From an optimization exercise on the open Yosys and OpenROAD flow, aimed at small area, a short achievable clock period and few clock cycles per item; shortcuts taken in it are not production practice. Where RTL was checked, it was by simulation tests only, not by an equivalence proof against the original. Function not checked in runs 2 and 3: the RTL went through the layout flow alone. No activity file was given, so power comes from the tool's default toggle rates.

==> flow/design.v (outline; a module is shown in full before it is edited, if it fits) <==
// module cdd_pipe_ctrl: 25 lines
// module cdd_stage1: 1266 lines
// module cdd_stage2: 623 lines
// module cdd_final: 335 lines
// module cdd_clean: 40 lines
// module calendar_date_difference: 94 lines
module calendar_date_difference (
  input  logic                           clk_i,
  input  logic                           rst_ni,
  input  logic                           in_valid_i,
  output logic                           in_ready_o,
  input  logic [cdd_pkg::YEAR_W-1:0]     first_year_i,
  input  logic [cdd_pkg::MONTH_W-1:0]    first_month_i,
  input  logic [cdd_pkg::DAY_W-1:0]      first_day_i,
  input  logic [cdd_pkg::YEAR_W-1:0]     second_year_i,
  input  logic [cdd_pkg::MONTH_W-1:0]    second_month_i,
  input  logic [cdd_pkg::DAY_W-1:0]      second_day_i,
  output logic                           out_valid_o,
  input  logic                           out_ready_i,
  output logic [cdd_pkg::DIFF_W-1:0]     day_difference_o
);
  // ...
==> flow/flow/run.sh <==
#!/bin/bash
# Layout flow: the standard flow (standard.sh) with two changes:
# - the buffers that buffer_ports puts on every input and output port are
#   sky130_fd_sc_hd__buf_1 instead of the cell OpenROAD picks by default;
# - Yosys's synth skips its quick internal ABC pass (SYNTH_ARGS=-noabc), so
#   the full adders written in the RTL reach extract_fa as written; the
#   technology mapping ABC pass after it runs as usual.
set -euo pipefail
export BUFFER_PORTS_ARGS="-buffer_cell sky130_fd_sc_hd__buf_1"
export SYNTH_ARGS="-noabc"
bash standard.sh finish > standard_flow.log 2>&1
==> flow/standard.sh <==
#!/bin/bash
# synth_recipe.tcl (not shown) runs the flow's synth.tcl, then flattens the netlist and writes it again
# the make line also repeats each setting of config.mk as NAME=value (left out here)
make -C /OpenROAD-flow-scripts/flow DESIGN_CONFIG=/design/flow/config.mk WORK_HOME=/design/flow/orfs CLKGATE_MAP_FILE= SYNTH_SCRIPT=/design/flow/synth_recipe.tcl "${@:-finish}"
==> flow/config.mk <==
export PLATFORM = sky130hd
export DESIGN_NAME = calendar_date_difference
export DESIGN_NICKNAME = calendar_date_difference
export VERILOG_FILES = /design/flow/design.v
export SDC_FILE = /design/flow/constraint.sdc
export NUM_CORES = 4
export LEC_CHECK = 0
export CAP_MARGIN = 20
export CORE_MARGIN = 2
export CORE_UTILIZATION = 50
export CTS_BUF_LIST = sky130_fd_sc_hd__clkbuf_8
export SETUP_SLACK_MARGIN = 2.7
export SLEW_MARGIN = 20
==> flow/constraint.sdc <==
create_clock -name core_clock -period 7.0 [get_ports {clk_i}]
set_input_delay 1.4000 -clock core_clock [delete_from_list [all_inputs] [get_ports {clk_i}]]
set_output_delay 1.4000 -clock core_clock [all_outputs]
set_load 0.01 [all_outputs]
==> flow_metrics.env, run 1 <==
export IMPL_synth_compound_area_share_pct=10.4
export IMPL_final_nonclk_buf_share_pct=3.47
export IMPL_wire_per_inst_um=15.4
export IMPL_tritoncts="done"
export IMPL_critPathRequiredTime_ns=7.24
export IMPL_synth_mux_area_fraction_pct=0.356
export IMPL_regMostFlops="cs_q"
export IMPL_period_share_pct=59.9
export IMPL_top_power_group="combinational cells"
export IMPL_die_h_um=154
export IMPL_multi_input_area_share_pct=61.4
export IMPL_p_int_uw=3430
export IMPL_final_cell_mix="205 x inv_1, 132 x fa_1, 125 x ha_1"
export IMPL_avgViaCountPerCell=5.21
export IMPL_rrSetupSlack_ns=2.82
export IMPL_synth_top_area_share_pct=25.7
export IMPL_final_hold_violation_count=0
export IMPL_drc=0
export IMPL_cts_buffers=9
export IMPL_ir_drop_uv=262
export IMPL_p_clk_uw=394
export IMPL_drtAntennaViolNets=0
export IMPL_hold_path_class="reg -> reg"
export IMPL_grt_pass1_vias=7507
export IMPL_pin_count=74
export IMPL_dp_hpwl_um=18500
export IMPL_finalWirelength_um=22000
export IMPL_well_tap_count=280
export IMPL_critPathMaxStageDelay_ns=0.57
export IMPL_synth_top_family_by_area="adder cells"
export IMPL_outcome="no timing/DRC/antenna violations"
export IMPL_rows=54
Testbench counts, summed over its fixed seeds: cycles 24,016, items 24,000.
==> module cdd_final, before the edit <==
module cdd_final (
  input  logic [43:0] cs_i,
  input  logic        sg_i,
  output logic [21:0] diff_o
);
  logic s3_s1;
  logic s3_c2;
  logic s3_c3;
  logic s3_s4;
  logic s3_c5;
  logic s3_s6;
  logic s3_c7;
  logic s3_s8;
  logic s3_c9;
  logic s3_s10;
  logic s3_c11;
  logic s3_c12;
  logic s3_s13;
  logic s3_c14;
  logic s3_c15;
  logic s3_s16;
  logic s3_c17;
  logic s3_s18;
  logic s3_c19;
  logic s3_s20;
  logic s3_c21;
  logic s3_s22;
  logic s3_c23;
  logic s3_s24;
  logic s3_c25;
  logic s3_s26;
  logic s3_c27;
  logic s3_s28;
  logic s3_c29;
  logic s3_s30;
  logic s3_c31;
  logic s3_s32;
  logic s3_c33;
  logic s3_s34;
  logic s3_c35;
  logic s3_s36;
  logic s3_c37;
  logic s3_s38;
  logic s3_c39;
  logic s3_c40;
  logic s3_s41;
  logic s3_c42;
  logic s3_s43;
  logic s3_c44;
  logic s3_s45;
  logic s3_c46;
  logic s3_c47;
  logic s3_s48;
  logic s3_c49;
  logic s3_g50;
  logic s3_p51;
  logic s3_g52;
  logic s3_p53;
  logic s3_g54;
  logic s3_p55;
  logic s3_g56;
  logic s3_p57;
  logic s3_g58;
  logic s3_p59;
  logic s3_g60;
  logic s3_p61;
  logic s3_g62;
  logic s3_p63;
  logic s3_g64;
  logic s3_p65;
  logic s3_g66;
  logic s3_p67;
  logic s3_g68;
  logic s3_p69;
  logic s3_g70;
  logic s3_p71;
  logic s3_g72;
  logic s3_p73;
  logic s3_g74;
  logic s3_p75;
  logic s3_g76;
  logic s3_p77;
  logic s3_g78;
  logic s3_p79;
  logic s3_g80;
  logic s3_p81;
  logic s3_g82;
  logic s3_p83;
  logic s3_g84;
  logic s3_p85;
  logic s3_g86;
  logic s3_p87;
  logic s3_g88;
  logic s3_p89;
  logic s3_g90;
  logic s3_p91;
  logic s3_g92;
  logic s3_p93;
  logic s3_g94;
  logic s3_p95;
  logic s3_g96;
  logic s3_p97;
  logic s3_g98;
  logic s3_p99;
  logic s3_g100;
  logic s3_p101;
  logic s3_g102;
  logic s3_p103;
  logic s3_g104;
  logic s3_p105;
  logic s3_g106;
  logic s3_p107;
  logic s3_g108;
  logic s3_p109;
  logic s3_g110;
  logic s3_p111;
  logic s3_g112;
  logic s3_p113;
  logic s3_g114;
  logic s3_p115;
  logic s3_g116;
  logic s3_p117;
  logic s3_g118;
  logic s3_p119;
  logic s3_g120;
  logic s3_p121;
  logic s3_r122;
  logic s3_k123;
  logic s3_r124;
  logic s3_k125;
  logic s3_r126;
  logic s3_k127;
  logic s3_r128;
  logic s3_k129;
  logic s3_r130;
  logic s3_k131;
  logic s3_r132;
  logic s3_k133;
  logic s3_r134;
  logic s3_k135;
  logic s3_r136;
  logic s3_k137;
  logic s3_r138;
  logic s3_k139;
  logic s3_r140;
  logic s3_k141;
  logic s3_r142;
  logic s3_k143;
  logic s3_r144;
  logic s3_k145;
  logic s3_r146;
  logic s3_k147;
  logic s3_r148;
  logic s3_k149;
  logic s3_r150;
  logic s3_k151;
  logic s3_r152;
  logic s3_k153;
  logic s3_r154;
  logic s3_k155;
  logic s3_r156;
  logic s3_k157;
  logic s3_r158;
  logic s3_k159;
  logic s3_r160;
  logic s3_k161;
  logic s3_r162;
  logic s3_k163;
  logic s3_r164;
  assign s3_s1 = cs_i[1] ^ cs_i[0];
  assign s3_c2 = cs_i[1] & cs_i[0];
  assign s3_c3 = cs_i[1] ^ s3_c2;
  assign s3_s4 = cs_i[2] ^ cs_i[3];
  assign s3_c5 = cs_i[2] & cs_i[3];
  assign s3_s6 = cs_i[4] ^ cs_i[5];
  assign s3_c7 = cs_i[4] & cs_i[5];
  assign s3_s8 = cs_i[6] ^ cs_i[7];
  assign s3_c9 = cs_i[6] & cs_i[7];
  assign s3_s10 = cs_i[8] ^ cs_i[9];
  assign s3_c11 = cs_i[8] & cs_i[9];
  assign s3_c12 = cs_i[8] ^ s3_c11;
  assign s3_s13 = cs_i[11] ^ cs_i[10];
  assign s3_c14 = cs_i[11] & cs_i[10];
  assign s3_c15 = cs_i[11] ^ s3_c14;
  assign s3_s16 = cs_i[12] ^ cs_i[13];
  assign s3_c17 = cs_i[12] & cs_i[13];
  assign s3_s18 = cs_i[14] ^ cs_i[15];
  assign s3_c19 = cs_i[14] & cs_i[15];
  assign s3_s20 = cs_i[16] ^ cs_i[17];
  assign s3_c21 = cs_i[16] & cs_i[17];
  assign s3_s22 = cs_i[18] ^ cs_i[19];
  assign s3_c23 = cs_i[18] & cs_i[19];
  assign s3_s24 = cs_i[20] ^ cs_i[21];
  assign s3_c25 = cs_i[20] & cs_i[21];
  assign s3_s26 = cs_i[22] ^ cs_i[23];
  assign s3_c27 = cs_i[22] & cs_i[23];
  assign s3_s28 = cs_i[24] ^ cs_i[25];
  assign s3_c29 = cs_i[24] & cs_i[25];
  assign s3_s30 = cs_i[26] ^ cs_i[27];
  assign s3_c31 = cs_i[26] & cs_i[27];
  assign s3_s32 = cs_i[28] ^ cs_i[29];
  assign s3_c33 = cs_i[28] & cs_i[29];
  assign s3_s34 = cs_i[30] ^ cs_i[31];
  assign s3_c35 = cs_i[30] & cs_i[31];
  assign s3_s36 = cs_i[32] ^ cs_i[33];
  assign s3_c37 = cs_i[32] & cs_i[33];
  assign s3_s38 = cs_i[34] ^ cs_i[35];
  assign s3_c39 = cs_i[34] & cs_i[35];
  assign s3_c40 = cs_i[34] ^ s3_c39;
  assign s3_s41 = cs_i[36] ^ cs_i[37];
  assign s3_c42 = cs_i[36] & cs_i[37];
  assign s3_s43 = cs_i[38] ^ cs_i[39];
  assign s3_c44 = cs_i[38] & cs_i[39];
  assign s3_s45 = cs_i[40] ^ cs_i[41];
  assign s3_c46 = cs_i[40] & cs_i[41];
  assign s3_c47 = cs_i[40] ^ s3_c46;
  assign s3_s48 = cs_i[42] ^ cs_i[43];
  assign s3_c49 = cs_i[42] & cs_i[43];
  assign s3_g50 = s3_c5 | (s3_s4 & s3_c3);
  assign s3_p51 = s3_s4 & ~s3_s1;
  assign s3_g52 = s3_c9 | (s3_s8 & s3_c7);
  assign s3_p53 = s3_s8 & s3_s6;
  assign s3_g54 = s3_c15 | (~s3_s13 & s3_c12);
  assign s3_p55 = ~s3_s13 & ~s3_s10;
  assign s3_g56 = s3_c19 | (s3_s18 & s3_c17);
  assign s3_p57 = s3_s18 & s3_s16;
  assign s3_g58 = s3_c23 | (s3_s22 & s3_c21);
  assign s3_p59 = s3_s22 & s3_s20;
  assign s3_g60 = s3_c27 | (s3_s26 & s3_c25);
  assign s3_p61 = s3_s26 & s3_s24;
  assign s3_g62 = s3_c31 | (s3_s30 & s3_c29);
  assign s3_p63 = s3_s30 & s3_s28;
  assign s3_g64 = s3_c35 | (s3_s34 & s3_c33);
  assign s3_p65 = s3_s34 & s3_s32;
  assign s3_g66 = s3_c40 | (~s3_s38 & s3_c37);
  assign s3_p67 = ~s3_s38 & s3_s36;
  assign s3_g68 = s3_c44 | (s3_s43 & s3_c42);
  assign s3_p69 = s3_s43 & s3_s41;
  assign s3_g70 = s3_c49 | (s3_s48 & s3_c47);
  assign s3_p71 = s3_s48 & ~s3_s45;
  assign s3_g72 = s3_g52 | (s3_p53 & s3_g50);
  assign s3_p73 = s3_p53 & s3_p51;
  assign s3_g74 = s3_g56 | (s3_p57 & s3_g54);
  assign s3_p75 = s3_p57 & s3_p55;
  assign s3_g76 = s3_g60 | (s3_p61 & s3_g58);
  assign s3_p77 = s3_p61 & s3_p59;
  assign s3_g78 = s3_g64 | (s3_p65 & s3_g62);
  assign s3_p79 = s3_p65 & s3_p63;
  assign s3_g80 = s3_g68 | (s3_p69 & s3_g66);
  assign s3_p81 = s3_p69 & s3_p67;
  assign s3_g82 = s3_g74 | (s3_p75 & s3_g72);
  assign s3_p83 = s3_p75 & s3_p73;
  assign s3_g84 = s3_g78 | (s3_p79 & s3_g76);
  assign s3_p85 = s3_p79 & s3_p77;
  assign s3_g86 = s3_g84 | (s3_p85 & s3_g82);
  assign s3_p87 = s3_p85 & s3_p83;
  assign s3_g88 = s3_g76 | (s3_p77 & s3_g82);
  assign s3_p89 = s3_p77 & s3_p83;
  assign s3_g90 = s3_g80 | (s3_p81 & s3_g86);
  assign s3_p91 = s3_p81 & s3_p87;
  assign s3_g92 = s3_g54 | (s3_p55 & s3_g72);
  assign s3_p93 = s3_p55 & s3_p73;
  assign s3_g94 = s3_g58 | (s3_p59 & s3_g82);
  assign s3_p95 = s3_p59 & s3_p83;
  assign s3_g96 = s3_g62 | (s3_p63 & s3_g88);
  assign s3_p97 = s3_p63 & s3_p89;
  assign s3_g98 = s3_g66 | (s3_p67 & s3_g86);
  assign s3_p99 = s3_p67 & s3_p87;
  assign s3_g100 = s3_g70 | (s3_p71 & s3_g90);
  assign s3_p101 = s3_p71 & s3_p91;
  assign s3_g102 = s3_c7 | (s3_s6 & s3_g50);
  assign s3_p103 = s3_s6 & s3_p51;
  assign s3_g104 = s3_c12 | (~s3_s10 & s3_g72);
  assign s3_p105 = ~s3_s10 & s3_p73;
  assign s3_g106 = s3_c17 | (s3_s16 & s3_g92);
  assign s3_p107 = s3_s16 & s3_p93;
  assign s3_g108 = s3_c21 | (s3_s20 & s3_g82);
  assign s3_p109 = s3_s20 & s3_p83;
  assign s3_g110 = s3_c25 | (s3_s24 & s3_g94);
  assign s3_p111 = s3_s24 & s3_p95;
  assign s3_g112 = s3_c29 | (s3_s28 & s3_g88);
  assign s3_p113 = s3_s28 & s3_p89;
  assign s3_g114 = s3_c33 | (s3_s32 & s3_g96);
  assign s3_p115 = s3_s32 & s3_p97;
  assign s3_g116 = s3_c37 | (s3_s36 & s3_g86);
  assign s3_p117 = s3_s36 & s3_p87;
  assign s3_g118 = s3_c42 | (s3_s41 & s3_g98);
  assign s3_p119 = s3_s41 & s3_p99;
  assign s3_g120 = s3_c47 | (~s3_s45 & s3_g90);
  assign s3_p121 = ~s3_s45 & s3_p91;
  assign s3_r122 = ~s3_s1 ^ ~sg_i ^ sg_i;
  assign s3_k123 = s3_c3 | (~s3_s1 & ~sg_i);
  assign s3_r124 = s3_s4 ^ s3_k123 ^ sg_i;
  assign s3_k125 = s3_g50 | (s3_p51 & ~sg_i);
  assign s3_r126 = s3_s6 ^ s3_k125 ^ sg_i;
  assign s3_k127 = s3_g102 | (s3_p103 & ~sg_i);
  assign s3_r128 = s3_s8 ^ s3_k127 ^ sg_i;
  assign s3_k129 = s3_g72 | (s3_p73 & ~sg_i);
  assign s3_r130 = ~s3_s10 ^ s3_k129 ^ sg_i;
  assign s3_k131 = s3_g104 | (s3_p105 & ~sg_i);
  assign s3_r132 = ~s3_s13 ^ s3_k131 ^ sg_i;
  assign s3_k133 = s3_g92 | (s3_p93 & ~sg_i);
  assign s3_r134 = s3_s16 ^ s3_k133 ^ sg_i;
  assign s3_k135 = s3_g106 | (s3_p107 & ~sg_i);
  assign s3_r136 = s3_s18 ^ s3_k135 ^ sg_i;
  assign s3_k137 = s3_g82 | (s3_p83 & ~sg_i);
  assign s3_r138 = s3_s20 ^ s3_k137 ^ sg_i;
  assign s3_k139 = s3_g108 | (s3_p109 & ~sg_i);
  assign s3_r140 = s3_s22 ^ s3_k139 ^ sg_i;
  assign s3_k141 = s3_g94 | (s3_p95 & ~sg_i);
  assign s3_r142 = s3_s24 ^ s3_k141 ^ sg_i;
  assign s3_k143 = s3_g110 | (s3_p111 & ~sg_i);
  assign s3_r144 = s3_s26 ^ s3_k143 ^ sg_i;
  assign s3_k145 = s3_g88 | (s3_p89 & ~sg_i);
  assign s3_r146 = s3_s28 ^ s3_k145 ^ sg_i;
  assign s3_k147 = s3_g112 | (s3_p113 & ~sg_i);
  assign s3_r148 = s3_s30 ^ s3_k147 ^ sg_i;
  assign s3_k149 = s3_g96 | (s3_p97 & ~sg_i);
  assign s3_r150 = s3_s32 ^ s3_k149 ^ sg_i;
  assign s3_k151 = s3_g114 | (s3_p115 & ~sg_i);
  assign s3_r152 = s3_s34 ^ s3_k151 ^ sg_i;
  assign s3_k153 = s3_g86 | (s3_p87 & ~sg_i);
  assign s3_r154 = s3_s36 ^ s3_k153 ^ sg_i;
  assign s3_k155 = s3_g116 | (s3_p117 & ~sg_i);
  assign s3_r156 = ~s3_s38 ^ s3_k155 ^ sg_i;
  assign s3_k157 = s3_g98 | (s3_p99 & ~sg_i);
  assign s3_r158 = s3_s41 ^ s3_k157 ^ sg_i;
  assign s3_k159 = s3_g118 | (s3_p119 & ~sg_i);
  assign s3_r160 = s3_s43 ^ s3_k159 ^ sg_i;
  assign s3_k161 = s3_g90 | (s3_p91 & ~sg_i);
  assign s3_r162 = ~s3_s45 ^ s3_k161 ^ sg_i;
  assign s3_k163 = s3_g120 | (s3_p121 & ~sg_i);
  assign s3_r164 = s3_s48 ^ s3_k163 ^ sg_i;
  assign diff_o = {s3_r164, s3_r162, s3_r160, s3_r158, s3_r156, s3_r154, s3_r152, s3_r150, s3_r148, s3_r146, s3_r144, s3_r142, s3_r140, s3_r138, s3_r136, s3_r134, s3_r132, s3_r130, s3_r128, s3_r126, s3_r124, s3_r122};
endmodule
==> run 2: changes to the inputs <==
--- a/flow/design.v
+++ b/flow/design.v
@@ -1601,27 +1601,25 @@
   logic s2_c288;
   logic s2_s289;
   logic s2_c290;
   logic s2_c291;
   logic s2_s292;
   logic s2_c293;
   logic s2_s294;
   logic s2_c295;
-  logic        dt_zero, y_lt, y_eq, e_le, same_le;
-  logic [8:0]  ea, eb;
+  logic        dt_zero, y_lt, y_eq;
+  logic [9:0]  ea, eb;
   always_comb begin
-    dt_zero = dt_i[11] && (dt_i[10:0] == 11'd0);
-    y_lt    = !dt_i[11] || (dt_zero && ((!ra_i[1] && !rb_i[1]) || ((!ra_i[1] || !rb_i[1]) && (!ra_i[0] && !rb_i[0]))));
-    y_eq    = dt_zero && (ra_i[0] != rb_i[0]) && (ra_i[1] != rb_i[1]);
-    ea      = ga_i ? 9'd32 : ua_i;
-    eb      = gb_i ? 9'd32 : ~ub_i;
-    e_le    = !(((!eb[8] && ea[8]) || ((!eb[8] || ea[8]) && ((!eb[7] && ea[7]) || ((!eb[7] || ea[7]) && ((!eb[6] && ea[6]) || ((!eb[6] || ea[6]) && ((!eb[5] && ea[5]) || ((!eb[5] || ea[5]) && ((!eb[4] && ea[4]) || ((!eb[4] || ea[4]) && ((!eb[3] && ea[3]) || ((!eb[3] || ea[3]) && ((!eb[2] && ea[2]) || ((!eb[2] || ea[2]) && ((!eb[1] && ea[1]) || ((!eb[1] || ea[1]) && (!eb[0] && ea[0]))))))))))))))))));
-    same_le = (la_i && !lb_i) || (e_le && (la_i || !lb_i));
-    sg_o    = y_lt || (y_eq && same_le);
+    dt_zero = (dt_i == 12'h800);
+    y_lt    = !dt_i[11] || (dt_zero && (ra_i < ~rb_i));
+    y_eq    = dt_zero && (ra_i == ~rb_i);
+    ea      = {1'b0, ua_i} - 10'(la_i) - (ga_i ? 10'd28 : 10'd0);
+    eb      = {1'b0, ~ub_i} - 10'(lb_i) - (gb_i ? 10'd28 : 10'd0);
+    sg_o    = y_lt || (y_eq && (ea <= eb));
   end
   always_comb begin
     kp = 6'd32 - 6'(la_i) - (ga_i ? 6'd28 : 6'd0) + 6'(lb_i) + (gb_i ? 6'd28 : 6'd0);
   end
   assign s2_s1 = dt_i[3] ^ dt_i[1];
   assign s2_c2 = dt_i[3] & dt_i[1];
   assign s2_s3 = dt_i[4] ^ dt_i[2];
   assign s2_c4 = dt_i[4] & dt_i[2];
@@ -2039,59 +2037,145 @@
   logic s3_g114;
   logic s3_p115;
   logic s3_g116;
   logic s3_p117;
   logic s3_g118;
   logic s3_p119;
   logic s3_g120;
   logic s3_p121;
-  logic s3_r122;
-  logic s3_k123;
-  logic s3_r124;
-  logic s3_k125;
-  logic s3_r126;
-  logic s3_k127;
-  logic s3_r128;
-  logic s3_k129;
-  logic s3_r130;
-  logic s3_k131;
-  logic s3_r132;
-  logic s3_k133;
-  logic s3_r134;
-  logic s3_k135;
-  logic s3_r136;
-  logic s3_k137;
-  logic s3_r138;
-  logic s3_k139;
-  logic s3_r140;
-  logic s3_k141;
-  logic s3_r142;
-  logic s3_k143;
-  logic s3_r144;
-  logic s3_k145;
-  logic s3_r146;
-  logic s3_k147;
-  logic s3_r148;
-  logic s3_k149;
-  logic s3_r150;
-  logic s3_k151;
-  logic s3_r152;
-  logic s3_k153;
-  logic s3_r154;
-  logic s3_k155;
-  logic s3_r156;
-  logic s3_k157;
-  logic s3_r158;
-  logic s3_k159;
-  logic s3_r160;
-  logic s3_k161;
-  logic s3_r162;
-  logic s3_k163;
-  logic s3_r164;
+  logic s3_g122;
+  logic s3_p123;
+  logic s3_g124;
+  logic s3_p125;
+  logic s3_g126;
+  logic s3_p127;
+  logic s3_g128;
+  logic s3_p129;
+  logic s3_g130;
+  logic s3_p131;
+  logic s3_g132;
+  logic s3_p133;
+  logic s3_g134;
+  logic s3_p135;
+  logic s3_g136;
+  logic s3_p137;
+  logic s3_g138;
+  logic s3_p139;
+  logic s3_g140;
+  logic s3_p141;
+  logic s3_g142;
+  logic s3_p143;
+  logic s3_g144;
+  logic s3_p145;
+  logic s3_g146;
+  logic s3_p147;
+  logic s3_g148;
+  logic s3_p149;
+  logic s3_g150;
+  logic s3_p151;
+  logic s3_g152;
+  logic s3_p153;
+  logic s3_g154;
+  logic s3_p155;
+  logic s3_g156;
+  logic s3_p157;
+  logic s3_g158;
+  logic s3_p159;
+  logic s3_g160;
+  logic s3_p161;
+  logic s3_g162;
+  logic s3_p163;
+  logic s3_g164;
+  logic s3_p165;
+  logic s3_g166;
+  logic s3_p167;
+  logic s3_g168;
+  logic s3_p169;
+  logic s3_g170;
+  logic s3_p171;
+  logic s3_g172;
+  logic s3_p173;
+  logic s3_g174;
+  logic s3_p175;
+  logic s3_g176;
+  logic s3_p177;
+  logic s3_g178;
+  logic s3_p179;
+  logic s3_g180;
+  logic s3_p181;
+  logic s3_g182;
+  logic s3_p183;
+  logic s3_g184;
+  logic s3_p185;
+  logic s3_g186;
+  logic s3_p187;
+  logic s3_g188;
+  logic s3_p189;
+  logic s3_g190;
+  logic s3_p191;
+  logic s3_g192;
+  logic s3_p193;
+  logic s3_g194;
+  logic s3_p195;
+  logic s3_g196;
+  logic s3_p197;
+  logic s3_g198;
+  logic s3_p199;
+  logic s3_g200;
+  logic s3_p201;
+  logic s3_g202;
+  logic s3_p203;
+  logic s3_g204;
+  logic s3_p205;
+  logic s3_g206;
+  logic s3_p207;
+  logic s3_r208;
+  logic s3_k209;
+  logic s3_r210;
+  logic s3_k211;
+  logic s3_r212;
+  logic s3_k213;
+  logic s3_r214;
+  logic s3_k215;
+  logic s3_r216;
+  logic s3_k217;
+  logic s3_r218;
+  logic s3_k219;
+  logic s3_r220;
+  logic s3_k221;
+  logic s3_r222;
+  logic s3_k223;
+  logic s3_r224;
+  logic s3_k225;
+  logic s3_r226;
+  logic s3_k227;
+  logic s3_r228;
+  logic s3_k229;
+  logic s3_r230;
+  logic s3_k231;
+  logic s3_r232;
+  logic s3_k233;
+  logic s3_r234;
+  logic s3_k235;
+  logic s3_r236;
+  logic s3_k237;
+  logic s3_r238;
+  logic s3_k239;
+  logic s3_r240;
+  logic s3_k241;
+  logic s3_r242;
+  logic s3_k243;
+  logic s3_r244;
+  logic s3_k245;
+  logic s3_r246;
+  logic s3_k247;
+  logic s3_r248;
+  logic s3_k249;
+  logic s3_r250;
   assign s3_s1 = cs_i[1] ^ cs_i[0];
   assign s3_c2 = cs_i[1] & cs_i[0];
   assign s3_c3 = cs_i[1] ^ s3_c2;
   assign s3_s4 = cs_i[2] ^ cs_i[3];
   assign s3_c5 = cs_i[2] & cs_i[3];
   assign s3_s6 = cs_i[4] ^ cs_i[5];
   assign s3_c7 = cs_i[4] & cs_i[5];
   assign s3_s8 = cs_i[6] ^ cs_i[7];
@@ -2133,130 +2217,216 @@
   assign s3_c44 = cs_i[38] & cs_i[39];
   assign s3_s45 = cs_i[40] ^ cs_i[41];
   assign s3_c46 = cs_i[40] & cs_i[41];
   assign s3_c47 = cs_i[40] ^ s3_c46;
   assign s3_s48 = cs_i[42] ^ cs_i[43];
   assign s3_c49 = cs_i[42] & cs_i[43];
   assign s3_g50 = s3_c5 | (s3_s4 & s3_c3);
   assign s3_p51 = s3_s4 & ~s3_s1;
-  assign s3_g52 = s3_c9 | (s3_s8 & s3_c7);
-  assign s3_p53 = s3_s8 & s3_s6;
-  assign s3_g54 = s3_c15 | (~s3_s13 & s3_c12);
-  assign s3_p55 = ~s3_s13 & ~s3_s10;
-  assign s3_g56 = s3_c19 | (s3_s18 & s3_c17);
-  assign s3_p57 = s3_s18 & s3_s16;
-  assign s3_g58 = s3_c23 | (s3_s22 & s3_c21);
-  assign s3_p59 = s3_s22 & s3_s20;
-  assign s3_g60 = s3_c27 | (s3_s26 & s3_c25);
-  assign s3_p61 = s3_s26 & s3_s24;
-  assign s3_g62 = s3_c31 | (s3_s30 & s3_c29);
-  assign s3_p63 = s3_s30 & s3_s28;
-  assign s3_g64 = s3_c35 | (s3_s34 & s3_c33);
-  assign s3_p65 = s3_s34 & s3_s32;
-  assign s3_g66 = s3_c40 | (~s3_s38 & s3_c37);
-  assign s3_p67 = ~s3_s38 & s3_s36;
-  assign s3_g68 = s3_c44 | (s3_s43 & s3_c42);
-  assign s3_p69 = s3_s43 & s3_s41;
-  assign s3_g70 = s3_c49 | (s3_s48 & s3_c47);
-  assign s3_p71 = s3_s48 & ~s3_s45;
-  assign s3_g72 = s3_g52 | (s3_p53 & s3_g50);
-  assign s3_p73 = s3_p53 & s3_p51;
-  assign s3_g74 = s3_g56 | (s3_p57 & s3_g54);
-  assign s3_p75 = s3_p57 & s3_p55;
-  assign s3_g76 = s3_g60 | (s3_p61 & s3_g58);
-  assign s3_p77 = s3_p61 & s3_p59;
-  assign s3_g78 = s3_g64 | (s3_p65 & s3_g62);
-  assign s3_p79 = s3_p65 & s3_p63;
-  assign s3_g80 = s3_g68 | (s3_p69 & s3_g66);
-  assign s3_p81 = s3_p69 & s3_p67;
-  assign s3_g82 = s3_g74 | (s3_p75 & s3_g72);
-  assign s3_p83 = s3_p75 & s3_p73;
-  assign s3_g84 = s3_g78 | (s3_p79 & s3_g76);
-  assign s3_p85 = s3_p79 & s3_p77;
-  assign s3_g86 = s3_g84 | (s3_p85 & s3_g82);
-  assign s3_p87 = s3_p85 & s3_p83;
-  assign s3_g88 = s3_g76 | (s3_p77 & s3_g82);
-  assign s3_p89 = s3_p77 & s3_p83;
-  assign s3_g90 = s3_g80 | (s3_p81 & s3_g86);
-  assign s3_p91 = s3_p81 & s3_p87;
-  assign s3_g92 = s3_g54 | (s3_p55 & s3_g72);
-  assign s3_p93 = s3_p55 & s3_p73;
-  assign s3_g94 = s3_g58 | (s3_p59 & s3_g82);
-  assign s3_p95 = s3_p59 & s3_p83;
-  assign s3_g96 = s3_g62 | (s3_p63 & s3_g88);
-  assign s3_p97 = s3_p63 & s3_p89;
-  assign s3_g98 = s3_g66 | (s3_p67 & s3_g86);
-  assign s3_p99 = s3_p67 & s3_p87;
-  assign s3_g100 = s3_g70 | (s3_p71 & s3_g90);
-  assign s3_p101 = s3_p71 & s3_p91;
-  assign s3_g102 = s3_c7 | (s3_s6 & s3_g50);
-  assign s3_p103 = s3_s6 & s3_p51;
-  assign s3_g104 = s3_c12 | (~s3_s10 & s3_g72);
-  assign s3_p105 = ~s3_s10 & s3_p73;
-  assign s3_g106 = s3_c17 | (s3_s16 & s3_g92);
-  assign s3_p107 = s3_s16 & s3_p93;
-  assign s3_g108 = s3_c21 | (s3_s20 & s3_g82);
-  assign s3_p109 = s3_s20 & s3_p83;
-  assign s3_g110 = s3_c25 | (s3_s24 & s3_g94);
-  assign s3_p111 = s3_s24 & s3_p95;
-  assign s3_g112 = s3_c29 | (s3_s28 & s3_g88);
-  assign s3_p113 = s3_s28 & s3_p89;
-  assign s3_g114 = s3_c33 | (s3_s32 & s3_g96);
-  assign s3_p115 = s3_s32 & s3_p97;
-  assign s3_g116 = s3_c37 | (s3_s36 & s3_g86);
-  assign s3_p117 = s3_s36 & s3_p87;
-  assign s3_g118 = s3_c42 | (s3_s41 & s3_g98);
-  assign s3_p119 = s3_s41 & s3_p99;
-  assign s3_g120 = s3_c47 | (~s3_s45 & s3_g90);
-  assign s3_p121 = ~s3_s45 & s3_p91;
-  assign s3_r122 = ~s3_s1 ^ ~sg_i ^ sg_i;
-  assign s3_k123 = s3_c3 | (~s3_s1 & ~sg_i);
-  assign s3_r124 = s3_s4 ^ s3_k123 ^ sg_i;
-  assign s3_k125 = s3_g50 | (s3_p51 & ~sg_i);
-  assign s3_r126 = s3_s6 ^ s3_k125 ^ sg_i;
-  assign s3_k127 = s3_g102 | (s3_p103 & ~sg_i);
-  assign s3_r128 = s3_s8 ^ s3_k127 ^ sg_i;
-  assign s3_k129 = s3_g72 | (s3_p73 & ~sg_i);
-  assign s3_r130 = ~s3_s10 ^ s3_k129 ^ sg_i;
-  assign s3_k131 = s3_g104 | (s3_p105 & ~sg_i);
-  assign s3_r132 = ~s3_s13 ^ s3_k131 ^ sg_i;
-  assign s3_k133 = s3_g92 | (s3_p93 & ~sg_i);
-  assign s3_r134 = s3_s16 ^ s3_k133 ^ sg_i;
-  assign s3_k135 = s3_g106 | (s3_p107 & ~sg_i);
-  assign s3_r136 = s3_s18 ^ s3_k135 ^ sg_i;
-  assign s3_k137 = s3_g82 | (s3_p83 & ~sg_i);
-  assign s3_r138 = s3_s20 ^ s3_k137 ^ sg_i;
-  assign s3_k139 = s3_g108 | (s3_p109 & ~sg_i);
-  assign s3_r140 = s3_s22 ^ s3_k139 ^ sg_i;
-  assign s3_k141 = s3_g94 | (s3_p95 & ~sg_i);
-  assign s3_r142 = s3_s24 ^ s3_k141 ^ sg_i;
-  assign s3_k143 = s3_g110 | (s3_p111 & ~sg_i);
-  assign s3_r144 = s3_s26 ^ s3_k143 ^ sg_i;
-  assign s3_k145 = s3_g88 | (s3_p89 & ~sg_i);
-  assign s3_r146 = s3_s28 ^ s3_k145 ^ sg_i;
-  assign s3_k147 = s3_g112 | (s3_p113 & ~sg_i);
-  assign s3_r148 = s3_s30 ^ s3_k147 ^ sg_i;
-  assign s3_k149 = s3_g96 | (s3_p97 & ~sg_i);
-  assign s3_r150 = s3_s32 ^ s3_k149 ^ sg_i;
-  assign s3_k151 = s3_g114 | (s3_p115 & ~sg_i);
-  assign s3_r152 = s3_s34 ^ s3_k151 ^ sg_i;
-  assign s3_k153 = s3_g86 | (s3_p87 & ~sg_i);
-  assign s3_r154 = s3_s36 ^ s3_k153 ^ sg_i;
-  assign s3_k155 = s3_g116 | (s3_p117 & ~sg_i);
-  assign s3_r156 = ~s3_s38 ^ s3_k155 ^ sg_i;
-  assign s3_k157 = s3_g98 | (s3_p99 & ~sg_i);
-  assign s3_r158 = s3_s41 ^ s3_k157 ^ sg_i;
-  assign s3_k159 = s3_g118 | (s3_p119 & ~sg_i);
-  assign s3_r160 = s3_s43 ^ s3_k159 ^ sg_i;
-  assign s3_k161 = s3_g90 | (s3_p91 & ~sg_i);
-  assign s3_r162 = ~s3_s45 ^ s3_k161 ^ sg_i;
-  assign s3_k163 = s3_g120 | (s3_p121 & ~sg_i);
-  assign s3_r164 = s3_s48 ^ s3_k163 ^ sg_i;
-  assign diff_o = {s3_r164, s3_r162, s3_r160, s3_r158, s3_r156, s3_r154, s3_r152, s3_r150, s3_r148, s3_r146, s3_r144, s3_r142, s3_r140, s3_r138, s3_r136, s3_r134, s3_r132, s3_r130, s3_r128, s3_r126, s3_r124, s3_r122};
+  assign s3_g52 = s3_c7 | (s3_s6 & s3_c5);
+  assign s3_p53 = s3_s6 & s3_s4;
+  assign s3_g54 = s3_c9 | (s3_s8 & s3_c7);
+  assign s3_p55 = s3_s8 & s3_s6;
+  assign s3_g56 = s3_c12 | (~s3_s10 & s3_c9);
+  assign s3_p57 = ~s3_s10 & s3_s8;
+  assign s3_g58 = s3_c15 | (~s3_s13 & s3_c12);
+  assign s3_p59 = ~s3_s13 & ~s3_s10;
+  assign s3_g60 = s3_c17 | (s3_s16 & s3_c15);
+  assign s3_p61 = s3_s16 & ~s3_s13;
+  assign s3_g62 = s3_c19 | (s3_s18 & s3_c17);
+  assign s3_p63 = s3_s18 & s3_s16;
+  assign s3_g64 = s3_c21 | (s3_s20 & s3_c19);
+  assign s3_p65 = s3_s20 & s3_s18;
+  assign s3_g66 = s3_c23 | (s3_s22 & s3_c21);
+  assign s3_p67 = s3_s22 & s3_s20;
+  assign s3_g68 = s3_c25 | (s3_s24 & s3_c23);
+  assign s3_p69 = s3_s24 & s3_s22;
+  assign s3_g70 = s3_c27 | (s3_s26 & s3_c25);
+  assign s3_p71 = s3_s26 & s3_s24;
+  assign s3_g72 = s3_c29 | (s3_s28 & s3_c27);
+  assign s3_p73 = s3_s28 & s3_s26;
+  assign s3_g74 = s3_c31 | (s3_s30 & s3_c29);
+  assign s3_p75 = s3_s30 & s3_s28;
+  assign s3_g76 = s3_c33 | (s3_s32 & s3_c31);
+  assign s3_p77 = s3_s32 & s3_s30;
+  assign s3_g78 = s3_c35 | (s3_s34 & s3_c33);
+  assign s3_p79 = s3_s34 & s3_s32;
+  assign s3_g80 = s3_c37 | (s3_s36 & s3_c35);
+  assign s3_p81 = s3_s36 & s3_s34;
+  assign s3_g82 = s3_c40 | (~s3_s38 & s3_c37);
+  assign s3_p83 = ~s3_s38 & s3_s36;
+  assign s3_g84 = s3_c42 | (s3_s41 & s3_c40);
+  assign s3_p85 = s3_s41 & ~s3_s38;
+  assign s3_g86 = s3_c44 | (s3_s43 & s3_c42);
+  assign s3_p87 = s3_s43 & s3_s41;
+  assign s3_g88 = s3_c47 | (~s3_s45 & s3_c44);
+  assign s3_p89 = ~s3_s45 & s3_s43;
+  assign s3_g90 = s3_c49 | (s3_s48 & s3_c47);
+  assign s3_p91 = s3_s48 & ~s3_s45;
+  assign s3_g92 = s3_g52 | (s3_p53 & s3_c3);
+  assign s3_p93 = s3_p53 & ~s3_s1;
+  assign s3_g94 = s3_g54 | (s3_p55 & s3_g50);
+  assign s3_p95 = s3_p55 & s3_p51;
+  assign s3_g96 = s3_g56 | (s3_p57 & s3_g52);
+  assign s3_p97 = s3_p57 & s3_p53;
+  assign s3_g98 = s3_g58 | (s3_p59 & s3_g54);
+  assign s3_p99 = s3_p59 & s3_p55;
+  assign s3_g100 = s3_g60 | (s3_p61 & s3_g56);
+  assign s3_p101 = s3_p61 & s3_p57;
+  assign s3_g102 = s3_g62 | (s3_p63 & s3_g58);
+  assign s3_p103 = s3_p63 & s3_p59;
+  assign s3_g104 = s3_g64 | (s3_p65 & s3_g60);
+  assign s3_p105 = s3_p65 & s3_p61;
+  assign s3_g106 = s3_g66 | (s3_p67 & s3_g62);
+  assign s3_p107 = s3_p67 & s3_p63;
+  assign s3_g108 = s3_g68 | (s3_p69 & s3_g64);
+  assign s3_p109 = s3_p69 & s3_p65;
+  assign s3_g110 = s3_g70 | (s3_p71 & s3_g66);
+  assign s3_p111 = s3_p71 & s3_p67;
+  assign s3_g112 = s3_g72 | (s3_p73 & s3_g68);
+  assign s3_p113 = s3_p73 & s3_p69;
+  assign s3_g114 = s3_g74 | (s3_p75 & s3_g70);
+  assign s3_p115 = s3_p75 & s3_p71;
+  assign s3_g116 = s3_g76 | (s3_p77 & s3_g72);
+  assign s3_p117 = s3_p77 & s3_p73;
+  assign s3_g118 = s3_g78 | (s3_p79 & s3_g74);
+  assign s3_p119 = s3_p79 & s3_p75;
+  assign s3_g120 = s3_g80 | (s3_p81 & s3_g76);
+  assign s3_p121 = s3_p81 & s3_p77;
+  assign s3_g122 = s3_g82 | (s3_p83 & s3_g78);
+  assign s3_p123 = s3_p83 & s3_p79;
+  assign s3_g124 = s3_g84 | (s3_p85 & s3_g80);
+  assign s3_p125 = s3_p85 & s3_p81;
+  assign s3_g126 = s3_g86 | (s3_p87 & s3_g82);
+  assign s3_p127 = s3_p87 & s3_p83;
+  assign s3_g128 = s3_g88 | (s3_p89 & s3_g84);
+  assign s3_p129 = s3_p89 & s3_p85;
+  assign s3_g130 = s3_g90 | (s3_p91 & s3_g86);
+  assign s3_p131 = s3_p91 & s3_p87;
+  assign s3_g132 = s3_g96 | (s3_p97 & s3_c3);
+  assign s3_p133 = s3_p97 & ~s3_s1;
+  assign s3_g134 = s3_g98 | (s3_p99 & s3_g50);
+  assign s3_p135 = s3_p99 & s3_p51;
+  assign s3_g136 = s3_g100 | (s3_p101 & s3_g92);
+  assign s3_p137 = s3_p101 & s3_p93;
+  assign s3_g138 = s3_g102 | (s3_p103 & s3_g94);
+  assign s3_p139 = s3_p103 & s3_p95;
+  assign s3_g140 = s3_g104 | (s3_p105 & s3_g96);
+  assign s3_p141 = s3_p105 & s3_p97;
+  assign s3_g142 = s3_g106 | (s3_p107 & s3_g98);
+  assign s3_p143 = s3_p107 & s3_p99;
+  assign s3_g144 = s3_g108 | (s3_p109 & s3_g100);
+  assign s3_p145 = s3_p109 & s3_p101;
+  assign s3_g146 = s3_g110 | (s3_p111 & s3_g102);
+  assign s3_p147 = s3_p111 & s3_p103;
+  assign s3_g148 = s3_g112 | (s3_p113 & s3_g104);
+  assign s3_p149 = s3_p113 & s3_p105;
+  assign s3_g150 = s3_g114 | (s3_p115 & s3_g106);
+  assign s3_p151 = s3_p115 & s3_p107;
+  assign s3_g152 = s3_g116 | (s3_p117 & s3_g108);
+  assign s3_p153 = s3_p117 & s3_p109;
+  assign s3_g154 = s3_g118 | (s3_p119 & s3_g110);
+  assign s3_p155 = s3_p119 & s3_p111;
+  assign s3_g156 = s3_g120 | (s3_p121 & s3_g112);
+  assign s3_p157 = s3_p121 & s3_p113;
+  assign s3_g158 = s3_g122 | (s3_p123 & s3_g114);
+  assign s3_p159 = s3_p123 & s3_p115;
+  assign s3_g160 = s3_g124 | (s3_p125 & s3_g116);
+  assign s3_p161 = s3_p125 & s3_p117;
+  assign s3_g162 = s3_g126 | (s3_p127 & s3_g118);
+  assign s3_p163 = s3_p127 & s3_p119;
+  assign s3_g164 = s3_g128 | (s3_p129 & s3_g120);
+  assign s3_p165 = s3_p129 & s3_p121;
+  assign s3_g166 = s3_g130 | (s3_p131 & s3_g122);
+  assign s3_p167 = s3_p131 & s3_p123;
+  assign s3_g168 = s3_g140 | (s3_p141 & s3_c3);
+  assign s3_p169 = s3_p141 & ~s3_s1;
+  assign s3_g170 = s3_g142 | (s3_p143 & s3_g50);
+  assign s3_p171 = s3_p143 & s3_p51;
+  assign s3_g172 = s3_g144 | (s3_p145 & s3_g92);
+  assign s3_p173 = s3_p145 & s3_p93;
+  assign s3_g174 = s3_g146 | (s3_p147 & s3_g94);
+  assign s3_p175 = s3_p147 & s3_p95;
+  assign s3_g176 = s3_g148 | (s3_p149 & s3_g132);
+  assign s3_p177 = s3_p149 & s3_p133;
+  assign s3_g178 = s3_g150 | (s3_p151 & s3_g134);
+  assign s3_p179 = s3_p151 & s3_p135;
+  assign s3_g180 = s3_g152 | (s3_p153 & s3_g136);
+  assign s3_p181 = s3_p153 & s3_p137;
+  assign s3_g182 = s3_g154 | (s3_p155 & s3_g138);
+  assign s3_p183 = s3_p155 & s3_p139;
+  assign s3_g184 = s3_g156 | (s3_p157 & s3_g140);
+  assign s3_p185 = s3_p157 & s3_p141;
+  assign s3_g186 = s3_g158 | (s3_p159 & s3_g142);
+  assign s3_p187 = s3_p159 & s3_p143;
+  assign s3_g188 = s3_g160 | (s3_p161 & s3_g144);
+  assign s3_p189 = s3_p161 & s3_p145;
+  assign s3_g190 = s3_g162 | (s3_p163 & s3_g146);
+  assign s3_p191 = s3_p163 & s3_p147;
+  assign s3_g192 = s3_g164 | (s3_p165 & s3_g148);
+  assign s3_p193 = s3_p165 & s3_p149;
+  assign s3_g194 = s3_g166 | (s3_p167 & s3_g150);
+  assign s3_p195 = s3_p167 & s3_p151;
+  assign s3_g196 = s3_g184 | (s3_p185 & s3_c3);
+  assign s3_p197 = s3_p185 & ~s3_s1;
+  assign s3_g198 = s3_g186 | (s3_p187 & s3_g50);
+  assign s3_p199 = s3_p187 & s3_p51;
+  assign s3_g200 = s3_g188 | (s3_p189 & s3_g92);
+  assign s3_p201 = s3_p189 & s3_p93;
+  assign s3_g202 = s3_g190 | (s3_p191 & s3_g94);
+  assign s3_p203 = s3_p191 & s3_p95;
+  assign s3_g204 = s3_g192 | (s3_p193 & s3_g132);
+  assign s3_p205 = s3_p193 & s3_p133;
+  assign s3_g206 = s3_g194 | (s3_p195 & s3_g134);
+  assign s3_p207 = s3_p195 & s3_p135;
+  assign s3_r208 = ~s3_s1 ^ ~sg_i ^ sg_i;
+  assign s3_k209 = s3_c3 | (~s3_s1 & ~sg_i);
+  assign s3_r210 = s3_s4 ^ s3_k209 ^ sg_i;
+  assign s3_k211 = s3_g50 | (s3_p51 & ~sg_i);
+  assign s3_r212 = s3_s6 ^ s3_k211 ^ sg_i;
+  assign s3_k213 = s3_g92 | (s3_p93 & ~sg_i);
+  assign s3_r214 = s3_s8 ^ s3_k213 ^ sg_i;
+  assign s3_k215 = s3_g94 | (s3_p95 & ~sg_i);
+  assign s3_r216 = ~s3_s10 ^ s3_k215 ^ sg_i;
+  assign s3_k217 = s3_g132 | (s3_p133 & ~sg_i);
+  assign s3_r218 = ~s3_s13 ^ s3_k217 ^ sg_i;
+  assign s3_k219 = s3_g134 | (s3_p135 & ~sg_i);
+  assign s3_r220 = s3_s16 ^ s3_k219 ^ sg_i;
+  assign s3_k221 = s3_g136 | (s3_p137 & ~sg_i);
+  assign s3_r222 = s3_s18 ^ s3_k221 ^ sg_i;
+  assign s3_k223 = s3_g138 | (s3_p139 & ~sg_i);
+  assign s3_r224 = s3_s20 ^ s3_k223 ^ sg_i;
+  assign s3_k225 = s3_g168 | (s3_p169 & ~sg_i);
+  assign s3_r226 = s3_s22 ^ s3_k225 ^ sg_i;
+  assign s3_k227 = s3_g170 | (s3_p171 & ~sg_i);
+  assign s3_r228 = s3_s24 ^ s3_k227 ^ sg_i;
+  assign s3_k229 = s3_g172 | (s3_p173 & ~sg_i);
+  assign s3_r230 = s3_s26 ^ s3_k229 ^ sg_i;
+  assign s3_k231 = s3_g174 | (s3_p175 & ~sg_i);
+  assign s3_r232 = s3_s28 ^ s3_k231 ^ sg_i;
+  assign s3_k233 = s3_g176 | (s3_p177 & ~sg_i);
+  assign s3_r234 = s3_s30 ^ s3_k233 ^ sg_i;
+  assign s3_k235 = s3_g178 | (s3_p179 & ~sg_i);
+  assign s3_r236 = s3_s32 ^ s3_k235 ^ sg_i;
+  assign s3_k237 = s3_g180 | (s3_p181 & ~sg_i);
+  assign s3_r238 = s3_s34 ^ s3_k237 ^ sg_i;
+  assign s3_k239 = s3_g182 | (s3_p183 & ~sg_i);
+  assign s3_r240 = s3_s36 ^ s3_k239 ^ sg_i;
+  assign s3_k241 = s3_g196 | (s3_p197 & ~sg_i);
+  assign s3_r242 = ~s3_s38 ^ s3_k241 ^ sg_i;
+  assign s3_k243 = s3_g198 | (s3_p199 & ~sg_i);
+  assign s3_r244 = s3_s41 ^ s3_k243 ^ sg_i;
+  assign s3_k245 = s3_g200 | (s3_p201 & ~sg_i);
+  assign s3_r246 = s3_s43 ^ s3_k245 ^ sg_i;
+  assign s3_k247 = s3_g202 | (s3_p203 & ~sg_i);
+  assign s3_r248 = ~s3_s45 ^ s3_k247 ^ sg_i;
+  assign s3_k249 = s3_g204 | (s3_p205 & ~sg_i);
+  assign s3_r250 = s3_s48 ^ s3_k249 ^ sg_i;
+  assign diff_o = {s3_r250, s3_r248, s3_r246, s3_r244, s3_r242, s3_r240, s3_r238, s3_r236, s3_r234, s3_r232, s3_r230, s3_r228, s3_r226, s3_r224, s3_r222, s3_r220, s3_r218, s3_r216, s3_r214, s3_r212, s3_r210, s3_r208};
 endmodule
 module cdd_clean (
   input  logic [13:0] year_i,
   input  logic [3:0]  month_i,
   input  logic [4:0]  day_i,
   input  logic [11:0] prod_i,
   output logic [11:0] t_o,      
   output logic [1:0]  r_o,      
==> flow/config.mk (replaced) <==
export PLATFORM = sky130hd
export DESIGN_NAME = calendar_date_difference
export DESIGN_NICKNAME = calendar_date_difference
export VERILOG_FILES = /design/flow/design.v
export SDC_FILE = /design/flow/constraint.sdc
export NUM_CORES = 4
export LEC_CHECK = 0
export CAP_MARGIN = 20
export CORE_MARGIN = 2
export CORE_UTILIZATION = 40
export SETUP_SLACK_MARGIN = 2.4
export SLEW_MARGIN = 20
==> run 2 against run 1 <==
  * Still clean
  * Via count grew 8.9%
  * Flip-flop and latch count stayed put
  * Synthesized cell count is 11% higher
  * Final area rose by 7.7%
  * Setup slack got worse by 0.33 ns
  * Largest cell class unchanged
  * Largest power group unchanged
==> flow_metrics.env, run 2 <==
export IMPL_critPathRequiredTime_ns=7.22
export IMPL_regArea_um2=2930
export IMPL_clk_pin_slew_ns=0.08
export IMPL_power_total_uw=6780
export IMPL_pin_count=74
export IMPL_root_buffer="clkbuf_16"
export IMPL_crit_chain="buf_1 -> nor4_1 -> nor2_1 -> o31a_1 -> or2_2 -> nor2_1 -> ha_1 -> inv_1 -> fa_1 -> a21o_1 -> a21oi_2 -> o21bai_1 -> a21oi_1 -> o21ai_1 -> or4_1 -> nand3_1"
export IMPL_rsz0062_at_grt="yes"
export IMPL_yosys_top_cells_count="231 x inv_1, 163 x ha_1, 137 x fa_1"
export IMPL_hold_path_startpoint="u_ctrl.v1_q"
export IMPL_synth_edff_count=96
export IMPL_antennaDiodeCount=0
export IMPL_final_hold_violation_count=0
export IMPL_max_freq_mhz=221
export IMPL_grt_overflow=0
export IMPL_synth_cell_type_count=62
export IMPL_seq_area_frac_synth_pct=24.1
export IMPL_worst_setup_path_type="in -> reg"
export IMPL_regMostFlops="cs_q"
export IMPL_cts_buffer_depth=2
export IMPL_drc=0
export IMPL_setup_viol=0
export IMPL_power_frac_comb_pct=72.0
export IMPL_die_w_um=178
export IMPL_yosys_warnings=4
export IMPL_cpMaxStageDelayCell="fa_1"
export IMPL_io_buffers=73
export IMPL_tightestPinTransition_ns=0.683
export IMPL_avgViaCountPerCell=4.90
export IMPL_finalMaxSlewViolations=0
export IMPL_start_util_pct=40.9
export IMPL_finalClockSkew_ns=0.0110
export IMPL_synthCells=1203
export IMPL_grt_pass1_vias=8112
export IMPL_clk_insertion_delay_late_ns=0.36
export IMPL_crit_path_frequent_cell="nor2_1"
export IMPL_largestRegisters="cs_q: 43 flops, dt_q: 12 flops"
export IMPL_track_usage_pct=16.3
export IMPL_seqPwrFrac_pct=20.7
export IMPL_pwr_share_clk_pct=7.2
export IMPL_dp_hpwl_um=20700
export IMPL_reg2regPathDepth=13
export IMPL_firstDrtPassIters=5
export IMPL_switching_share_pct=46.0
export IMPL_wire_per_inst_um=14.7
export IMPL_core_area_um2=29800
export IMPL_worst_r2r_startpoint="ga_q"
export IMPL_synth_area_um2=12200
export IMPL_cts_buffers=9
export IMPL_cp_end_kind="register"
export IMPL_tns_ns=0
export IMPL_grt_pass1_wl_um=40800
export IMPL_hold_worst_slack_ns=0.467
export IMPL_p_int_uw=3660
export IMPL_relSlewSlack_pct=54.5
export IMPL_crit_cells=16
export IMPL_arrival_ns=4.75
export IMPL_hold_path_class="reg -> reg"
export IMPL_final_cell_mix="231 x inv_1, 160 x ha_1, 135 x fa_1"
export IMPL_die_h_um=178
export IMPL_synth_largest_area_cell="edfxtp_1"
export IMPL_gp_congestion=0.854
export IMPL_tritoncts="done"
export IMPL_fin_area_um2=13200
export IMPL_avgSynthCellArea_um2=10.1
export IMPL_drt_iter0_markers=425
export IMPL_fill_cells=2920
export IMPL_largest_register_ffs=43
export IMPL_finalWirelength_um=24200
export IMPL_p_leak_uw=0.00591
export IMPL_crit_buf_inv=2
export IMPL_synthFlopType="edfxtp_1"
export IMPL_hold_depth=1
export IMPL_mostFrequentLayoutCell="inv_1"
export IMPL_synth_area_leaders="edfxtp_1 24%, fa_1 23%, ha_1 17%"
export IMPL_final_util_pct=44.2
export IMPL_cp_max_fo=6
export IMPL_cts_sinks=98
export IMPL_cp_top_family="simple AND/OR/NAND/NOR gates"
export IMPL_min_period_ns=4.53
export IMPL_drive_gt1_share_pct=5.47
export IMPL_grt_max_degree=46
export IMPL_die_area_um2=31800
export IMPL_syn_nets=1553
export IMPL_area_growth_pct=8.15
export IMPL_ir_drop_uv=292
export IMPL_synth_top_area_share_pct=23.7
export IMPL_nets=1607
export IMPL_async_flop_share_pct=2.04
export IMPL_outcome="no timing/DRC/antenna violations"
export IMPL_rows=63
export IMPL_maxCapViolations=0
export IMPL_critPathMaxStageDelay_ns=0.47
export IMPL_place_area_um2=12700
export IMPL_ys_seq_elements=98
export IMPL_antenna_found_initial=0
export IMPL_power_switching_uw=3120
export IMPL_yosysMostFrequentCell="inv_1"
export IMPL_cp_startpoint="first_year_i[7]"
export IMPL_drtAntennaViolNets=0
export IMPL_start_kind="input pin"
export IMPL_via_count=8087
export IMPL_cellPowerDensity_nw_per_um2=515
export IMPL_h_tree_depth=3
export IMPL_period_share_pct=64.6
export IMPL_multiInputGateArea_um2=8210
run 2: changes by cell type in the layout (fill, tap and decap cells not counted), moves of 9 or more:
cell	change
clkbuf_16	+9
clkbuf_8	-9
clkbuf_2	-9
o21ai_0	+16
inv_1	+26
nand2_1	+9
ha_1	+35
run 2: routing by layer:
layer	GRT usage [%]	routed length [µm]	vias to the layer above
li1	-	-	4115
met1	22.3	11500	3814
met2	27.0	11500	132
met3	2.34	920	26
met4	4.00	376	0
met5	0	0	-
run 2: logic make-up after synthesis:
| logic type | after synthesis | synth area share [%] |
|---|---|---|
| AO/OA/AOI/OAI | 208 | 11.2 |
| XOR/XNOR | 84 | 6.04 |
| adder cells (fa/ha/maj) | 300 | 39.3 |
| buffers and inverters | 270 | 9.00 |
| flip-flops | 98 | 24.1 |
| multiplexers | 4 | 0.329 |
| AND/OR/NAND/NOR | 239 | 10.0 |
run 2: what timing repair did:
item	in CTS	in global routing
pin swaps	0	4
gates resized for setup	7	23
hold buffers	0	0
setup endpoints to repair	1	12
setup buffers	1	3
run 2: final cells by class:
cell class / instances / share of cell area (%)
clock inverters: 7 / 0.542
well taps: 390 / 3.71
flip-flops and latches: 98 / 22.3
repair buffers: 82 / 2.83
multi-input cells: 835 / 62.4
clock buffers: 9 / 1.71
inverters: 231 / 6.58
run 2: metrics by stage:
step	setup WS, ns	cells
finish	2.47	1652
global route	2.26	1652
CTS	2.42	1648
detailed placement	1.89	1631
global placement	2.00	1631
floorplan	2.42	1203
run 2: final timing paths:
| check | slack, ns | endpoint |
|---|---|---|
| worst max-delay path | 2.47 | dt_q[10] |
| worst min-delay path | 0.47 | u_ctrl.v2_q |
| worst max register to register | 2.61 | cs_q[9] |
| worst min register to register | 0.47 | u_ctrl.v2_q |
| max in group asynchronous | 6.06 | u_ctrl.v1_q |
| min in group asynchronous | 0.81 | u_ctrl.v2_q |
run 2: power groups by stage:
stage / Combinational, µW / Clock (µW) / Sequential, µW
after floorplan: 4000 / 0 / 1360
after global placement: 4770 / 0 / 1420
after detailed placement: 4910 / 0 / 1430
after CTS: 4950 / 507 / 1410
after global routing: 5720 / 527 / 1440
final: 4880 / 491 / 1400
==> run 3: changes to the inputs <==
--- a/flow/config.mk
+++ b/flow/config.mk
@@ -8,5 +8,5 @@
 export CAP_MARGIN = 20
 export CORE_MARGIN = 2
 export CORE_UTILIZATION = 40
-export SETUP_SLACK_MARGIN = 2.4
+export SETUP_SLACK_MARGIN = 2.7
 export SLEW_MARGIN = 20
==> run 3 against run 2 <==
  * Still clean on timing, DRC and antenna
  * Die area stayed put
  * Area after synthesis stayed put
  * Clock-buffer cell count is the same
  * Sequential share of layout area down 0.67 points
  * Setup slack gained 0.11 ns
  * Core utilization rose by 1.4 points
  * Register-to-register slack improved by 0.21 ns
  * Routed wire length grew 0.46%
  * Critical path type unchanged
==> flow_metrics.env, run 3 <==
export IMPL_outcome="no timing/DRC/antenna violations"
export IMPL_grt_pass1_vias=8099
export IMPL_tritoncts="done"
export IMPL_yosysMostFrequentCell="inv_1"
export IMPL_synth_area_um2=12200
export IMPL_syn_nets=1553
export IMPL_grt_max_degree=54
export IMPL_finalMaxSlewViolations=0
export IMPL_rrSetupSlack_ns=2.82
export IMPL_synth_largest_area_cell="edfxtp_1"
export IMPL_critPathRequiredTime_ns=7.09
export IMPL_p_leak_uw=0.00604
export IMPL_largest_register_ffs=43
export IMPL_min_period_ns=4.42
export IMPL_worst_setup_path_type="in -> reg"
export IMPL_cp_max_fo=5
export IMPL_die_h_um=178
export IMPL_finalClockSkew_ns=0.00883
export IMPL_hold_path_class="reg -> reg"
export IMPL_start_util_pct=40.9
export IMPL_hold_depth=1
export IMPL_synth_edff_count=96
export IMPL_synthCells=1203
export IMPL_synth_area_leaders="edfxtp_1 24%, fa_1 23%, ha_1 17%"
export IMPL_h_tree_depth=3
export IMPL_avgViaCountPerCell=4.93
export IMPL_top_layer_used="met4"
export IMPL_ys_seq_elements=98
export IMPL_dp_hpwl_um=20000
export IMPL_met3_wirelength_um=722
export IMPL_nets=1620
export IMPL_async_flop_share_pct=2.04
export IMPL_switching_share_pct=45.4
export IMPL_ir_drop_uv=250
export IMPL_die_area_um2=31800
export IMPL_synth_cell_type_count=62
export IMPL_pin_count=74
export IMPL_track_usage_pct=15.9
export IMPL_drc=0
export IMPL_cp_end_kind="register"
export IMPL_place_ws_ns=2.11
export IMPL_root_buffer="clkbuf_16"
export IMPL_grt_overflow=0
export IMPL_yosys_top_cells_count="231 x inv_1, 163 x ha_1, 137 x fa_1"
export IMPL_via_count=8220
export IMPL_power_switching_uw=3130
export IMPL_avgSynthCellArea_um2=10.1
export IMPL_regMostFlops="cs_q"
export IMPL_reg2regPathDepth=13
export IMPL_period_share_pct=63.1
export IMPL_setup_viol=0
export IMPL_hold_path_startpoint="u_ctrl.v1_q"
export IMPL_arrival_ns=4.51
export IMPL_relSlewSlack_pct=30.7
export IMPL_cts_sinks=98
export IMPL_die_w_um=178
export IMPL_final_hold_violation_count=0
export IMPL_grt_pass1_wl_um=40000
export IMPL_tns_ns=0
export IMPL_cellPowerDensity_nw_per_um2=508
export IMPL_p_int_uw=3770
export IMPL_power_frac_comb_pct=72.3
export IMPL_area_growth_pct=11.5
export IMPL_max_freq_mhz=226
export IMPL_wire_per_inst_um=14.6
export IMPL_drtAntennaViolNets=0
export IMPL_final_cell_mix="225 x inv_1, 150 x ha_1, 134 x fa_1"
export IMPL_r2r_end="cs_q[9]"
export IMPL_final_util_pct=45.6
export IMPL_tightestPinTransition_ns=1.04
export IMPL_seq_area_frac_synth_pct=24.1
export IMPL_worst_r2r_startpoint="ga_q"
export IMPL_seqPwrFrac_pct=20.4
export IMPL_rsz0062_at_grt="yes"
export IMPL_start_kind="input pin"
export IMPL_wl_met1_um=11800
export IMPL_yosys_warnings=4
export IMPL_cts_buffers=9
export IMPL_drive_gt1_share_pct=10.7
export IMPL_finalWirelength_um=24400
export IMPL_core_area_um2=29800
export IMPL_mostFrequentLayoutCell="inv_1"
export IMPL_synthFlopType="edfxtp_1"
export IMPL_maxCapViolations=0
export IMPL_firstDrtPassIters=4
export IMPL_min_to="u_ctrl.v2_q"
export IMPL_clk_pin_slew_ns=0.06
export IMPL_antenna_found_initial=1
export IMPL_cts_buffer_depth=2
export IMPL_rows=63
export IMPL_route_met2_wl_um=11200
export IMPL_gp_congestion=0.862
export IMPL_largestRegisters="cs_q: 43 flops, dt_q: 12 flops"
export IMPL_fin_ws_ns=2.58
export IMPL_drt_iter0_markers=336
export IMPL_clk_insertion_delay_late_ns=0.36
export IMPL_pwr_share_clk_pct=7.3
export IMPL_synth_top_area_share_pct=23.7
export IMPL_io_buffers=73
[run 3: cell counts after synthesis]
No cell type changed its count.
[run 3: cell families after synthesis]
kind of cell | count (synthesis) | synth area share [%]
mux | 4 | 0.329
fa+ha+maj | 300 | 39.3
compound gates | 208 | 11.2
xor+xnor | 84 | 6.04
flops | 98 | 24.1
buf+inv | 270 | 9.00
simple gates | 239 | 10.0
[run 3: how the worst max path moves through the flow]
stage	from	endpoint	cells after the start
final	second_year_i[5]	cb_q[4]	15
after global placement	second_year_i[7]	dt_q[11]	14
after floorplan	second_year_i[3]	cb_q[6]	12
after CTS	second_year_i[5]	cb_q[6]	13
after global routing	second_year_i[5]	cb_q[6]	13
after detailed placement	second_year_i[7]	dt_q[11]	14
[run 3: area by class of cell]
class | count | area, µm²
fillers | 2855 | 16200
multi-input cells | 835 | 8460
flip-flops and latches | 98 | 2930
inverters | 231 | 867
repair buffers | 95 | 520
well taps | 390 | 488
clock buffers | 9 | 225
clock inverters | 7 | 75.1
diodes | 1 | 2.50
[run 3: stage by stage]
step	hold WS [ns]	area, µm²	power, µW	std cells
5_1_grt	0.529	13600	7800	1666
2_1_floorplan	0.435	12200	5360	1203
4_1_cts	0.486	13200	6860	1655
6_report	0.483	13600	6900	1666
3_5_place_dp	0.471	12800	6270	1630
3_3_place_gp	0.449	12800	6180	1630
[run 3: metal layers]
layer  vias to the layer above  GRT usage [%]
met4                         0           5.32
li1                       4135              -
met1                      3954           22.2
met3                        26           1.51
met5                         -              0
met2                       105           26.0
[run 3: timing repair]
item,CTS,global route
endpoints found under the setup margin,16,33
gates resized for setup,28,83
hold buffers,0,0
pin swaps,12,44
buffers inserted,9,10
[run 3: power by group through the flow]
stage          Clock [µW]  Sequential [µW]  Combinational (µW)
4_1_cts               521             1410                4930
3_5_place_dp            0             1430                4850
3_3_place_gp            0             1420                4750
5_1_grt               539             1440                5830
6_report              504             1410                4990
2_1_floorplan           0             1360                4000
[run 3: worst max-delay path: stages]
cell and delay, ns:
buf_8 0.10, fa_1 0.55, inv_2 0.05, fa_1 0.53
inv_2 0.05, ha_4 0.15, and2_4 0.13, or3_4 0.36
o221a_4 0.23, o22a_4 0.24, buf_4 0.14, buf_6 0.12
a31o_4 0.22, xnor2_2 0.14, o21ai_1 0.09

## port drivers added, routing unchanged
No port has a modelled driver above. Below, the same layouts with a new extraction and two added sets of constraints.
Step 1: set_driving_cell puts a clkbuf_16 on clk_i and a buf_2 on each other input, an assumption about the parent block.
Step 2 adds t to the input delays and takes it off the output delays; t is the mean of the earliest and latest rising clock arrival at the registers after step 1. Input paths then give back, and output paths get back, about the clock's delay inside the block.
a / b / c = ideal ports / drivers / drivers and shift; a / b = the first two.
run	t, ns	setup slack, ns	worst data-port slew with drivers (ns)
run 1	0.408	2.804 / 2.822 / 2.417	0.03
run 2	0.402	2.475 / 2.501 / 2.099	0.07
run 3	0.400	2.581 / 2.590 / 2.191	0.08
After both steps setup and hold are still met in every run listed. The setup slack of run 3, which loses most, moves by +0.009 ns with the drivers and by -0.390 ns with both steps.
